From an optimization exercise on the open Yosys and OpenROAD flow, aimed at a short achievable clock period and few clock cycles per item; shortcuts taken in it are not production practice.
Only simulation tests tie the RTL to the original design; equivalence was not proved.
Power is estimated from default activity; no workload was simulated.

## array_stack_with_search_top
module array_stack_with_search_top #(
    parameter int DEPTH = asws_pkg::DEPTH_DEFAULT
) (
    input  logic                 i_clk,
    input  logic                 i_rst_n,
    input  logic                 start,
    output logic                 busy,
    input  logic [41:0]          i_item_bits,
    output logic                 o_strobe,
    output logic [42:0]          o_result_bits
);
    localparam int W  = asws_pkg::WORD_W;
    localparam int G  = 8;                  
    localparam int MW = DEPTH + 1;          
    localparam int NG = (MW + G - 1) / G;   
    localparam int PW = NG * G;             
    localparam int NT = DEPTH / G;          
    localparam int QK = 11;                 
    localparam int QN = QK + 1;             
    logic          r_busy;
    logic          r_take;         
    logic          s0_v;
    logic [41:0]   s0_item;
    always_ff @(posedge i_clk) begin
        s0_item <= i_item_bits;
        if (!i_rst_n) begin
            s0_v <= 1'b0;
        end else begin
            s0_v <= start && r_take;
        end
    end
    assign busy = r_busy;
    logic [2:0]       s0_cmd;
    logic [W-1:0]     s0_val;
    logic [6:0]       s0_pos;
    assign s0_cmd = s0_item[41:39];
    assign s0_val = s0_item[38:7];
    assign s0_pos = s0_item[6:0];
    logic [W-1:0]     r_mem [DEPTH];
    logic [DEPTH-1:0] r_occ;          
    logic [DEPTH-1:0] r_free;         
    logic [DEPTH-1:0] occ_next;
    logic [DEPTH-1:0] free_next;
    logic             s1_push, s1_pop, s1_peek, s1_search, s1_set, s1_clear;
    logic [W-1:0]     s1_val;
    logic [DEPTH-1:0] s1_we_set;      
    logic             s1_set_ok;
    always_comb begin
        occ_next = r_occ;
        if (s1_clear) begin
            occ_next = '0;
        end else if (s1_push) begin
            occ_next = {r_occ[DEPTH-2:0], 1'b1};
        end else if (s1_pop) begin
            occ_next = {1'b0, r_occ[DEPTH-1:1]};
        end
        for (int i = 0; i < DEPTH; i++) begin
            free_next[i] = !occ_next[i] && ((i == 0) ? 1'b1 : occ_next[(i == 0) ? 0 : i - 1]);
        end
    end
    logic [DEPTH-1:0] s0_posoh;
    logic [DEPTH-1:0] s0_set_hit;
    always_comb begin
        for (int i = 0; i < DEPTH; i++) begin
            s0_posoh[i] = (s0_pos == 7'(i + 1));
        end
  ...
For scale: about 12000 cells after synthesis, about 4500 flip-flops, ~90 I/O pins, ~180000 um2 of cells after synthesis.
Settings: LEC_CHECK=0, ABC_CLOCK_PERIOD_IN_PS=2500, CAP_MARGIN=20, CORE_MARGIN=2, CORE_UTILIZATION=30, SETUP_SLACK_MARGIN=3.5, SLEW_MARGIN=20, TNS_END_PERCENT=100; clock period 6.0 ns.
run.sh (not shown) runs the stock make flow with config.mk's settings and CLKGATE_MAP_FILE= SYNTH_SCRIPT=/design/flow/synth_recipe.tcl, a recipe that flattens the netlist after the stock synthesis.
Testbench counts at the start, summed over its fixed seeds: cycles 9,266, items 4,800.
Edit:
--- a/flow/design.v
+++ b/flow/design.v
@@ -60,27 +60,26 @@
     localparam int W  = asws_pkg::WORD_W;
     localparam int G  = 8;                  
     localparam int MW = DEPTH + 1;          
     localparam int NG = (MW + G - 1) / G;   
     localparam int PW = NG * G;             
     localparam int NT = DEPTH / G;          
     localparam int QK = 11;                 
     localparam int QN = QK + 1;             
     logic          r_busy;
-    logic          r_take;         
     logic          s0_v;
     logic [41:0]   s0_item;
     always_ff @(posedge i_clk) begin
         s0_item <= i_item_bits;
         if (!i_rst_n) begin
             s0_v <= 1'b0;
         end else begin
-            s0_v <= start && r_take;
+            s0_v <= start && !r_busy;
         end
     end
     assign busy = r_busy;
     logic [2:0]       s0_cmd;
     logic [W-1:0]     s0_val;
     logic [6:0]       s0_pos;
     assign s0_cmd = s0_item[41:39];
     assign s0_val = s0_item[38:7];
     assign s0_pos = s0_item[6:0];
@@ -210,74 +209,70 @@
         top_word = '0;
         for (int g = 0; g < NT; g++) begin
             top_word = top_word | s2_part[g];
         end
     end
     logic          s3_v;
     logic          s3_srch;
     logic [2:0]    s3_status;
     logic [PW-1:0] s3_pay;
-    logic [2:0]    s3_n [DEPTH/4];    
-    logic          s3_top;            
     always_ff @(posedge i_clk) begin
         s3_srch   <= s2_srch;
         s3_status <= s2_status;
         s3_pay    <= s2_srch ? hit : (s2_data ? PW'(top_word) : '0);
-        for (int k = 0; k < DEPTH / 4; k++) begin
-            s3_n[k] <= 3'(hit[4*k+1]) + 3'(hit[4*k+2]) + 3'(hit[4*k+3]) + 3'((k == DEPTH / 4 - 1) ? 1'b0 : hit[4*k+4]);
-        end
-        s3_top <= hit[DEPTH];
         if (!i_rst_n) begin
             s3_v <= 1'b0;
         end else begin
             s3_v <= s2_v;
         end
     end
     logic          s4_v,    s5_v,    s6_v,    s7_v;
     logic          s4_srch, s5_srch, s6_srch, s7_srch;
     logic [2:0]    s4_status, s5_status, s6_status, s7_status;
     logic [PW-1:0] s4_pay,  s5_pay,  s6_pay,  s7_pay;
     logic [NG-1:0] s4_gnz,  s5_gnz,  s6_gnz,  s7_gnz;
-    logic [3:0]    s4_c [DEPTH/8];
-    logic [4:0]    s5_c [DEPTH/16];
-    logic [5:0]    s6_c [2];
+    logic [3:0]    s4_c [NG];
+    logic [4:0]    s5_c [(NG + 1) / 2];
+    logic [6:0]    s6_c [2];
     logic [6:0]    s7_cnt;
     logic          s7_le1;
     always_ff @(posedge i_clk) begin
         s4_srch   <= s3_srch;
         s4_status <= s3_status;
         s4_pay    <= s3_pay;
         for (int g = 0; g < NG; g++) begin
+            logic [3:0] c;
+            c = '0;
+            for (int j = 0; j < G; j++) begin
+                c = c + 4'(s3_pay[g*G+j]);
+            end
+            s4_c[g]   <= c;
             s4_gnz[g] <= |s3_pay[g*G +: G];
         end
-        for (int k = 0; k < DEPTH / 8; k++) begin
-            s4_c[k] <= 4'(s3_n[2*k]) + 4'(s3_n[2*k+1]) + 4'((k == DEPTH / 8 - 1) ? s3_top : 1'b0);
-        end
         s5_srch   <= s4_srch;
         s5_status <= s4_status;
         s5_pay    <= s4_pay;
         s5_gnz    <= s4_gnz;
-        for (int k = 0; k < DEPTH / 16; k++) begin
-            s5_c[k] <= 5'(s4_c[2*k]) + 5'(s4_c[2*k+1]);
+        for (int k = 0; k < (NG + 1) / 2; k++) begin
+            s5_c[k] <= 5'(s4_c[2*k]) + ((2*k + 1 < NG) ? 5'(s4_c[(2*k + 1 < NG) ? 2*k + 1 : 0]) : 5'd0);
         end
         s6_srch   <= s5_srch;
         s6_status <= s5_status;
         s6_pay    <= s5_pay;
         s6_gnz    <= s5_gnz;
-        s6_c[0]   <= 6'(s5_c[0]) + 6'(s5_c[1]);
-        s6_c[1]   <= 6'(s5_c[2]) + 6'(s5_c[3]);
+        s6_c[0]   <= 7'(s5_c[0]) + 7'(s5_c[1]);
+        s6_c[1]   <= 7'(s5_c[2]) + 7'(s5_c[3]) + ((NG > 8) ? 7'(s5_c[(NG > 8) ? 4 : 0]) : 7'd0);
         s7_srch   <= s6_srch;
         s7_pay    <= s6_pay;
         s7_gnz    <= s6_gnz;
-        s7_cnt    <= 7'(s6_c[0]) + 7'(s6_c[1]);
+        s7_cnt    <= s6_c[0] + s6_c[1];
         s7_status <= (s6_srch && !(|s6_gnz)) ? asws_pkg::ST_NOMATCH : s6_status;
-        s7_le1    <= !s6_srch || ((s6_c[0] == 6'd0) && (s6_c[1] <= 6'd1))
-                              || ((s6_c[1] == 6'd0) && (s6_c[0] <= 6'd1));
+        s7_le1    <= !s6_srch || ((s6_c[0] + s6_c[1]) <= 7'd1);
         if (!i_rst_n) begin
             s4_v <= 1'b0;
             s5_v <= 1'b0;
             s6_v <= 1'b0;
             s7_v <= 1'b0;
         end else begin
             s4_v <= s3_v;
             s5_v <= s4_v;
             s6_v <= s5_v;
@@ -383,23 +378,21 @@
     logic [4:0] r_held;
     logic [4:0] held_next;
     logic       s0_takes;
     assign s0_takes  = s0_v && (s0_cmd <= asws_pkg::CMD_CLEAR);
     assign held_next = r_held + 5'(s0_takes) - 5'(pop_q);
     always_ff @(posedge i_clk) begin
         if (!i_rst_n) begin
             r_held <= '0;
             r_busy <= 1'b0;
-            r_take <= 1'b1;
         end else begin
             r_held <= held_next;
             r_busy <= (held_next >= 5'(QK));
-            r_take <= (held_next < 5'(QK));
         end
     end
     logic        r_strobe;
     logic [42:0] r_out;
     always_ff @(posedge i_clk) begin
         r_out[42:40] <= q_status[0];
         r_out[39:8]  <= q_srch[0] ? '0 : q_pay[0][W-1:0];
         r_out[7:1]   <= q_srch[0] ? head_pos : 7'd0;
         r_out[0]     <= q_le1[0];
Worst setup slack gets better by 100 ps.
Combinational power rises by a little under a tenth.
Clock-buffer cell count rises by 15.
Cell area falls slightly.
Cell count hardly moves.
Area after synthesis falls slightly.
Hold slack gets better by 18 ps.
Die area falls slightly.
Sequential power falls slightly.
Synthesized cell count falls slightly.
Testbench counts after the change, summed over its fixed seeds: cycles 9,266, items 4,800.

[afterwards: timing with drivers on the ports]
How much do the figures lean on ideal ports? The routed layouts below were timed once more, with nothing changed but the port constraints.
Step 1: set_driving_cell puts a clkbuf_16 on i_clk and a buf_2 on each other input, an assumption about the parent block.
Step 2 moves the port delays by t, midway between the first and last clock arrival at a register: inputs arrive t later, outputs are due t later. That takes back most of the time a late clock gives input paths.
Slacks: no drivers / after step 1 / after step 2; pairs: no drivers / after step 1.
| run | shift t [ns] | setup WS [ns] | worst hold slack (ns) | worst setup path after step 2 | clock arrival spread, ns |
|---|---|---|---|---|---|
| the first run | 1.119 | 3.075 / 3.075 / 2.497 | 0.298 / 0.298 / 0.298 | input to register | 0.145 / 0.145 |
| the second run | 1.124 | 3.177 / 3.149 / 2.673 | 0.316 / 0.316 / 0.316 | input to register | 0.166 / 0.166 |
After both steps setup and hold are still met in every run listed. For the first run, which loses most, drivers alone change the setup slack by 0.000 ns; drivers and shift together by -0.578 ns.
